Context: an optimization exercise on an open-source flow, tuned for small area. The choices shown serve that exercise and are no tape-out recipe.
In this exercise RTL edits were held to simulation tests only and were not proved equivalent to the original.
Power figures rest on the tool's default switching activity, not on a simulated workload. The clock port is modelled as an ideal driver; clocking choices that lean on that would not hold on a real chip.

## mem_responder
module mem_responder #(
  parameter int unsigned AW      = 8,
  parameter int unsigned DEPTH   = 256,
  parameter int unsigned LATENCY = 1
) (
  input  logic          clk,
  input  logic          rst,
  input  logic          if_req,
  input  logic [AW-1:0] if_addr,
  output logic          if_gnt,
  output logic          if_rvalid,
  output logic [31:0]   if_rdata,
  input  logic          d_req,
  input  logic          d_we,
  input  logic [1:0]    d_size,
  input  logic          d_signed,
  input  logic [AW-1:0] d_addr,
  input  logic [31:0]   d_wdata,
  output logic          d_gnt,
  output logic          d_rvalid,
  output logic [31:0]   d_rdata,
  output logic          d_err,
  output logic          busy
);
==> flow/config.mk <==
export PLATFORM = sky130hd
export DESIGN_NAME = mem_responder
export DESIGN_NICKNAME = mem_responder
export VERILOG_FILES = /design/flow/design.v
export SDC_FILE = /design/flow/constraint.sdc
export NUM_CORES = 8
export LEC_CHECK = 0
export CAP_MARGIN = 20
export CELL_PAD_IN_SITES_DETAIL_PLACEMENT = 0
export CELL_PAD_IN_SITES_GLOBAL_PLACEMENT = 0
export CORE_MARGIN = 2
export CORE_UTILIZATION = 75
export CTS_CLUSTER_DIAMETER = 75
export CTS_CLUSTER_SIZE = 30
export GPL_TIMING_DRIVEN = 0
export PLACE_DENSITY = 0.85
export SLEW_MARGIN = 20
export SYNTH_HIERARCHICAL = 1
export SYNTH_MINIMUM_KEEP_SIZE = 0
==> flow/constraint.sdc <==
create_clock -name core_clock -period 8.0 [get_ports {clk}]
set_input_delay 1.6000 -clock core_clock [delete_from_list [all_inputs] [get_ports {clk}]]
set_output_delay 1.6000 -clock core_clock [all_outputs]
set_load 0.01 [all_outputs]
standard.sh (not shown) runs the stock make flow with config.mk's settings and CLKGATE_MAP_FILE= SYNTH_SCRIPT=/design/flow/synth_recipe.tcl, a recipe that flattens the netlist after the stock synthesis.
==> flow/flow/run.sh <==
#!/bin/bash
# Layout flow: the standard flow (standard.sh, unchanged synthesis), with two changes to
# how the layout is built:
#   - ports are buffered with sky130_fd_sc_hd__buf_1 instead of the cell buffer_ports picks
#     by default (a delay cell);
#   - clock tree synthesis builds the tree from sky130_fd_sc_hd__buf_12, clusters of up to 30
#     sinks within 75 um, and inserts no dummy loads.
# Each tool's full output stays in the ORFS logs under orfs/logs; this script's own output
# goes to flow_run.log.
set -euo pipefail
export BUFFER_PORTS_ARGS="-buffer_cell sky130_fd_sc_hd__buf_1"
export CTS_ARGS="-sink_clustering_enable -repair_clock_nets -sink_clustering_size 30 -sink_clustering_max_diameter 75 -dont_use_dummy_load -buf_list sky130_fd_sc_hd__buf_12"
bash standard.sh > flow_run.log 2>&1
==> next run, changes <==
==> flow/flow/run.sh (replaced) <==
#!/bin/bash
# Layout flow: the standard flow (standard.sh, unchanged synthesis), with two changes to
# how the layout is built:
#   - ports are buffered with sky130_fd_sc_hd__buf_1 instead of the cell buffer_ports picks
#     by default (a delay cell);
#   - clock tree synthesis runs with the standard arguments plus -dont_use_dummy_load.
# Each tool's full output stays in the ORFS logs under orfs/logs; this script's own output
# goes to flow_run.log.
set -euo pipefail
export BUFFER_PORTS_ARGS="-buffer_cell sky130_fd_sc_hd__buf_1"
export CTS_ARGS="-sink_clustering_enable -repair_clock_nets -sink_clustering_size 34 -sink_clustering_max_diameter 50 -dont_use_dummy_load"
bash standard.sh > flow_run.log 2>&1
CTS_CLUSTER_DIAMETER = 50   (was 75)
CTS_CLUSTER_SIZE = 34   (was 30)
After rerunning: The changed run completed without violations; clock skew came out higher by 0.0088 ns; fmax decreases by 0.80%; wire length is higher by 4.1%; utilization goes up by 2.4 points; worst hold slack is worse by 0.012 ns; global-route usage rises by 2.1 points; cell count climbs by 1.1%; total power climbs by 7.4%; setup slack gets worse by 0.058 ns; design area goes up by 2.9%.
==> next run, changes <==
--- a/flow/flow/run.sh
+++ b/flow/flow/run.sh
@@ -9,4 +9,4 @@
 set -euo pipefail
 export BUFFER_PORTS_ARGS="-buffer_cell sky130_fd_sc_hd__buf_1"
-export CTS_ARGS="-sink_clustering_enable -repair_clock_nets -sink_clustering_size 34 -sink_clustering_max_diameter 50 -dont_use_dummy_load"
+export CTS_ARGS="-sink_clustering_enable -repair_clock_nets -sink_clustering_size 30 -sink_clustering_max_diameter 75 -dont_use_dummy_load -buf_list sky130_fd_sc_hd__buf_12"
 bash standard.sh > flow_run.log 2>&1
CTS_CLUSTER_DIAMETER = 75   (was 50)
CTS_CLUSTER_SIZE = 30   (was 34)
=>
- non-clock buffer count falls by 2
- cell area falls by a few percent
- worst hold slack improves by 0.012 ns
- via count falls by a few percent
- total power falls by a few percent
- clock skew falls by 0.0088 ns
- utilization falls by 2.4 points
- synthesized area stays the same
- sequential share of layout area rises by 2.1 points
==> next run, changes <==
--- a/flow/flow/run.sh
+++ b/flow/flow/run.sh
@@ -9,4 +9,4 @@
 set -euo pipefail
 export BUFFER_PORTS_ARGS="-buffer_cell sky130_fd_sc_hd__buf_1"
-export CTS_ARGS="-sink_clustering_enable -repair_clock_nets -sink_clustering_size 30 -sink_clustering_max_diameter 75 -dont_use_dummy_load -buf_list sky130_fd_sc_hd__buf_12"
+export CTS_ARGS="-sink_clustering_enable -repair_clock_nets -sink_clustering_size 30 -sink_clustering_max_diameter 60 -dont_use_dummy_load"
 bash standard.sh > flow_run.log 2>&1
CTS_CLUSTER_DIAMETER = 60   (was 75)
Cell count grows slightly.
Worst setup slack improves by 0.16 ns.
Sequential cell count does not change.
Global-route usage grows by 0.44 points.
Synthesized area is unchanged.
Register-to-register slack hardly moves.
Clock power grows by roughly a tenth.
Total power grows by a few percent.

==> afterwards: timing with drivers on the ports <==
In the flow no input, the clock included, has a driving cell. The finished layouts below were timed again as built, in two steps. Step 1 assumes that a clkbuf_16 drives the clock port and a buf_2 every other input. Step 2 also shifts input and output timing later by t, the mid clock arrival at the registers, as if the neighbouring blocks saw the same clock. a / b / c = no drivers / after step 1 / after step 2; a / b = the first two.
| run | t (ns) | setup slack, ns | pins driven straight from the clock port |
|---|---|---|---|
| the first run | 0.703 | 0.801 / 0.727 / 1.430 | 1 |
| the second run | 0.804 | 0.743 / 0.667 / 1.472 | 1 |
| the third run | 0.703 | 0.801 / 0.727 / 1.430 | 1 |
| the fourth run | 0.748 | 0.961 / 0.889 / 1.637 | 1 |
After both steps every run listed still meets setup and hold.
